Background: an optimization exercise with open tools, aiming at small area, a short achievable clock period and few clock cycles per item. Do not read the settings as production practice. Function was checked by simulation only, so behaviour that the tests miss may differ from the original. No driver is modelled on the clock port, so clock power and skew are understated where the tree is cut down; a real chip needs a root buffer or a tree. Power is estimated from default activity; no workload was simulated.

## run A
==> flow/design.v (excerpt) <==
module axil_reg_slave #(
    parameter int ADDR_WIDTH = 6,
    parameter int DATA_WIDTH = 32
) (
    input  wire                                            ACLK,
    input  wire                                            ARESET,
    input  logic [ADDR_WIDTH-1:0]                          AWADDR,
    input  logic                                           AWVALID,
    output logic                                           AWREADY,
    input  logic [DATA_WIDTH-1:0]                          WDATA,
    input  logic [DATA_WIDTH/reg_bank_pkg::BYTE_BITS-1:0]  WSTRB,
    input  logic                                           WVALID,
    output logic                                           WREADY,
    output logic [1:0]                                     BRESP,
    output logic                                           BVALID,
    input  logic                                           BREADY,
    input  logic [ADDR_WIDTH-1:0]                          ARADDR,
    input  logic                                           ARVALID,
    output logic                                           ARREADY,
    output logic [DATA_WIDTH-1:0]                          RDATA,
    output logic [1:0]                                     RRESP,
    output logic                                           RVALID,
    input  logic                                           RREADY
);
For scale: ~1,300 cells after synthesis, roughly 570 flip-flops, roughly 96 I/O pins, roughly 22,000 µm² of cells after synthesis.
==> flow/config.mk <==
export PLATFORM = sky130hd
export DESIGN_NAME = axil_reg_slave
export DESIGN_NICKNAME = axil_reg_slave
export VERILOG_FILES = /design/flow/design.v
export SDC_FILE = /design/flow/constraint.sdc
export NUM_CORES = 4
export LEC_CHECK = 0
export CAP_MARGIN = 20
export CORE_MARGIN = 2
export CORE_UTILIZATION = 40
export SETUP_SLACK_MARGIN = 1.5
export SLEW_MARGIN = 20
==> flow/constraint.sdc <==
create_clock -name core_clock -period 4.0 [get_ports {ACLK}]
set_input_delay 0.8000 -clock core_clock [delete_from_list [all_inputs] [get_ports {ACLK}]]
set_output_delay 0.8000 -clock core_clock [all_outputs]
set_load 0.01 [all_outputs]
run.sh (not shown) runs the stock make flow with config.mk's settings and CLKGATE_MAP_FILE= SYNTH_SCRIPT=/design/flow/synth_recipe.tcl, a recipe that flattens the netlist after the stock synthesis.
Testbench counts of run A, summed over its fixed seeds: cycles 3,216, items 6,400.
Input-level comparison between run B and run A:
- SETUP_SLACK_MARGIN no longer set, was 1.5
## What came out
| total length of routed wires | run A vs run B | ≈ equal |. Lower maximum number of pins on one net before global-route repair was reported by run B, not run A. Post-detailed-placement cell area of run A is on par with run B. Delta (run B minus run A): detailed router's first-iteration violation count climbed 67, count of clock-net buffers in the final layout stayed essentially flat, post-layout utilization of the core lost 0.91 points, length of the first detailed-routing pass in iterations grew by 1, setup fix buffers added after clock tree synthesis fell 5. Post-layout instance area was higher in the run labelled run A. When run B is measured against run A, its area fraction of clock buffers and clock inverters turns out 0.87 points lower. Run B: share of final-layout standard cells stronger than drive strength 1 2.5 points below run A.
> inputs changed (run B -> run C)
- SETUP_SLACK_MARGIN: unset -> 2.2
==> results.txt <==
Power share of the clock group (run C over run B): decrease, 0.4 points. Re cell row count: no difference whatsoever between run B and run C. A timing endpoint of the critical path of u_read_ctrl.rdata_q[1]$_DFFE_PP_ is what run B shows, while u_read_ctrl.rdata_q[23]$_DFFE_PP_ belongs to run C. [run C vs run B] global routing usage on met2: higher in run C. Run B → run C: setup slack has increased, total congestion overflow has remained practically unchanged, via count of the first global-routing pass has increased, storage element area has remained practically unchanged. Against run B, run C reports a power per unit of standard cell area that is lower. Flip-flop and latch count essentially unchanged between run C and run B. In the flow results for run B and run C, the overall routed net length is smaller on run B. Run C ends up with a delay of the slowest cell on the worst path that is 0.54 ns lower than in run B.

== run 1 ==
axil_reg_slave, a different RTL version from the one above (not shown whole).
Size: roughly 1200 cells after synthesis, ~610 flip-flops, about 22000 um^2 of cells after synthesis.
clock: 4.0 ns
lec_check: 0
cap_margin: 20
core_margin: 2
core_utilization: 55
cts_cluster_diameter: 150
cts_cluster_size: 30
setup_slack_margin: 2.35
slew_margin: 20
standard.sh (not shown) runs the stock make flow with config.mk's settings and CLKGATE_MAP_FILE= SYNTH_SCRIPT=/design/flow/synth_recipe.tcl, a recipe that flattens the netlist after the stock synthesis.
==> flow/flow/run.sh <==
#!/bin/bash
# Standard layout with three changes: the ports are buffered by plain buffers
# instead of the delay cell buffer_ports picks by default, CTS adds no dummy
# loads, and the clock tree's root buffer is dropped after CTS (pre_cts.tcl).
set -euo pipefail
cp config.mk own_config.mk
cat flow/extra.mk >> own_config.mk
echo "export PRE_CTS_TCL = $(pwd)/flow/pre_cts.tcl" >> own_config.mk
echo "export FLOW_CLOCK_PORT = ACLK" >> own_config.mk
sed 's#DESIGN_CONFIG=\([^ ]*\)/config\.mk#DESIGN_CONFIG=\1/own_config.mk#' standard.sh > own_standard.sh
grep -q own_config.mk own_standard.sh
bash own_standard.sh > standard.log 2>&1
==> flow/flow/extra.mk <==
export BUFFER_PORTS_ARGS = -buffer_cell sky130_fd_sc_hd__buf_2
export CTS_ARGS = -sink_clustering_enable -repair_clock_nets -sink_clustering_size 30 -sink_clustering_max_diameter 150 -dont_use_dummy_load
==> flow/flow/pre_cts.tcl <==
proc drop_clock_root {} {
  set block [ord::get_db_block]
  set clk [$block findNet $::env(FLOW_CLOCK_PORT)]
  set roots {}
  foreach it [$clk getITerms] { if {[$it isInputSignal]} { lappend roots [$it getInst] } }
  if {[llength $roots] != 1} { puts "drop_clock_root: [llength $roots] roots, left as is"; return }
  set root [lindex $roots 0]
  set rootnet ""
  foreach it [$root getITerms] { if {[$it isOutputSignal]} { set rootnet [$it getNet] } }
  set loads {}
  foreach it [$rootnet getITerms] { if {[$it isInputSignal]} { lappend loads $it } }
  if {[llength $loads] > 4 || [llength [$rootnet getBTerms]] > 0} { puts "drop_clock_root: [llength $loads] loads, left as is"; return }
  foreach it $loads {
    if {![string match "*clkbuf*" [[[$it getInst] getMaster] getName]]} { puts "drop_clock_root: root drives a non-buffer, left as is"; return }
  }
  foreach it $loads { $it disconnect; $it connect $clk }
  puts "drop_clock_root: removed [$root getName], [llength $loads] buffers now on the clock port"
  odb::dbInst_destroy $root
  odb::dbNet_destroy $rootnet
}

rename clock_tree_synthesis orig_clock_tree_synthesis
proc clock_tree_synthesis {args} {
  orig_clock_tree_synthesis {*}$args
  drop_clock_root
}
Testbench counts of run 1, summed over its fixed seeds: cycles 3,216, items 6,400.
> inputs changed (run 1 -> run 2)
Settings: a change of SETUP_SLACK_MARGIN from 2.35 to 2.1.
==> results.txt <==
- The final weighted congestion in routability-driven placement number comes out lower for run 1 vs run 2.
- Against run 1, the final cell area of run 2 is lower.
- Run 1 → run 2: post-CTS setup buffer count lost 20; count of final hold-check violations neither gained nor lost much.
- [compare] base=run 1 new=run 2: total chip power lower, relative contribution of sequential cells to total power increased 0.9 points.
Here is what was changed in the inputs of run 3 compared with run 2.
Settings: CORE_UTILIZATION: 55 -> 65; SETUP_SLACK_MARGIN: 2.1 -> 2.2.
### Flow results
Share of the cycle needed by the critical path after routing in run 3 is 1.5 points lower than in run 2
Compared with run 2, run 3 instantiates a smaller number of standard cells.
What run 3 reported for die area has to be multiplied by 1.18 to get the figure for run 2.
Reported for run 3 and run 2, adder and majority cell fraction of the synthesized area turned out identical to the last digit.
Diff run 2 -> run 3: sequential cell area share -0.21 points, fraction of final layout cells with drive strength greater than 1 saw an increase, register bit count reported by yosys barely changed.
The following lists how run 4 was set up differently from run 3:
Settings: changing CORE_UTILIZATION from 65 to 55.
==> flow/flow/run.sh <==
#!/bin/bash
# Standard layout with the ports buffered by plain buffers instead of the
# delay cell buffer_ports picks by default.
set -euo pipefail
cp config.mk own_config.mk
cat flow/extra.mk >> own_config.mk
sed 's#DESIGN_CONFIG=\([^ ]*\)/config\.mk#DESIGN_CONFIG=\1/own_config.mk#' standard.sh > own_standard.sh
grep -q own_config.mk own_standard.sh
bash own_standard.sh > standard.log 2>&1
removed: flow/flow/pre_cts.tcl
==> results.txt <==
Compared with run 3, run 4 shows a number of global-route vias before repair that is 48 higher.
[run 4] global routing met1 resource utilization fell 5.0 points relative to run 3
Comparing run 3 and run 4, power share of the clock group is higher on run 4.
Net count of the finished layout: run 4 vs run 3 up 17
Arrival time at the worst endpoint, run 3 and run 4, lower one = run 4.
Maximum frequency came out lower on run 4 than on run 3.
The run showing the smaller wire length is run 3.
### run 4 -> run 5
Settings: swapping 55 for 40 in CORE_UTILIZATION; swapping 2.2 for 2.1 in SETUP_SLACK_MARGIN.
--- outcome ---
Compared with run 4, run 5 shows a final standard cell utilization of the core that is 17 points lower.
Between run 4 and run 5, the worst setup slack does not differ in any meaningful way.
Final hold slack: run 5 vs run 4, no meaningful difference
Looking at run 5 and run 4, the via count is a wash.
#### Input delta (run 6 over run 5)
Settings: CORE_UTILIZATION changed from 40 to 55; SETUP_SLACK_MARGIN changed from 2.1 to 2.2.
diff --git a/flow/flow/run.sh b/flow/flow/run.sh
--- a/flow/flow/run.sh
+++ b/flow/flow/run.sh
@@ -2,2 +2,3 @@
-# Standard layout with the ports buffered by plain buffers instead of the
-# delay cell buffer_ports picks by default.
+# Standard layout with three changes: the ports are buffered by plain buffers
+# instead of the delay cell buffer_ports picks by default, CTS adds no dummy
+# loads, and the clock tree's root buffer is dropped after CTS (pre_cts.tcl).
@@ -6,0 +8,2 @@
+echo "export PRE_CTS_TCL = $(pwd)/flow/pre_cts.tcl" >> own_config.mk
+echo "export FLOW_CLOCK_PORT = ACLK" >> own_config.mk
==> flow/flow/pre_cts.tcl (new file) <==
proc drop_clock_root {} {
  set block [ord::get_db_block]
  set clk [$block findNet $::env(FLOW_CLOCK_PORT)]
  set roots {}
  foreach it [$clk getITerms] { if {[$it isInputSignal]} { lappend roots [$it getInst] } }
  if {[llength $roots] != 1} { puts "drop_clock_root: [llength $roots] roots, left as is"; return }
  set root [lindex $roots 0]
  set rootnet ""
  foreach it [$root getITerms] { if {[$it isOutputSignal]} { set rootnet [$it getNet] } }
  set loads {}
  foreach it [$rootnet getITerms] { if {[$it isInputSignal]} { lappend loads $it } }
  if {[llength $loads] > 4 || [llength [$rootnet getBTerms]] > 0} { puts "drop_clock_root: [llength $loads] loads, left as is"; return }
  foreach it $loads {
    if {![string match "*clkbuf*" [[[$it getInst] getMaster] getName]]} { puts "drop_clock_root: root drives a non-buffer, left as is"; return }
  }
  foreach it $loads { $it disconnect; $it connect $clk }
  puts "drop_clock_root: removed [$root getName], [llength $loads] buffers now on the clock port"
  odb::dbInst_destroy $root
  odb::dbNet_destroy $rootnet
}

rename clock_tree_synthesis orig_clock_tree_synthesis
proc clock_tree_synthesis {args} {
  orig_clock_tree_synthesis {*}$args
  drop_clock_root
}
### Flow results
Changes observed in run 6 relative to run 5: largest net degree at the start of global routing now sits higher; first-pass GRT wire length now sits lower; net total in the final layout now sits higher; synthesized cell count now sits at about the same level; combinational power share now sits at about the same level. Run 6 | stages: all done | timing, DRC, antenna: all pass. When run 6 is set beside run 5, its clock share of power turns out to be 0.7 points smaller. Status: number of buffers added on ports parity (run 5, run 6). Looking at count of buffers not belonging to the clock network in the layout, run 6 sits above run 5. ~same cell area in run 6 and run 5.

-- static timing again, ports no longer ideal --
How much do the figures lean on ideal ports? The routed layouts below were timed once more, with nothing changed but the port constraints.
Step 1, drivers: a clkbuf_16 drives ACLK and a buf_2 each remaining input, both assumed.
Step 2 adds t to the input delays and takes it off the output delays; t is the mean of the earliest and latest rising clock arrival at the registers after step 1. Input paths then give back, and output paths get back, about the clock's delay inside the block.
Slacks: ideal / step 1 / step 2; pairs: ideal / step 1.
| run | t, ns | setup WS [ns] | pins driven straight from the clock port |
|---|---|---|---|
| run A | 0.671 | 1.612 / 1.559 / 0.977 | 1 |
| run B | 0.655 | 0.802 / 0.802 / 0.735 | 1 |
| run C | 0.653 | 1.875 / 1.875 / 1.594 | 1 |
| run 1 | 0.494 | 2.263 / 2.185 / 1.810 | 2 |
| run 2 | 0.487 | 2.144 / 2.125 / 1.757 | 2 |
| run 3 | 0.472 | 2.204 / 2.184 / 1.782 | 2 |
| run 4 | 0.604 | 2.128 / 2.073 / 1.777 | 1 |
| run 5 | 0.601 | 2.130 / 2.085 / 1.572 | 1 |
| run 6 | 0.481 | 2.197 / 2.180 / 1.831 | 2 |
After both steps setup and hold are still met in every run listed. The setup slack of run A, which loses most, moves by -0.053 ns with the drivers and by -0.635 ns with both steps.
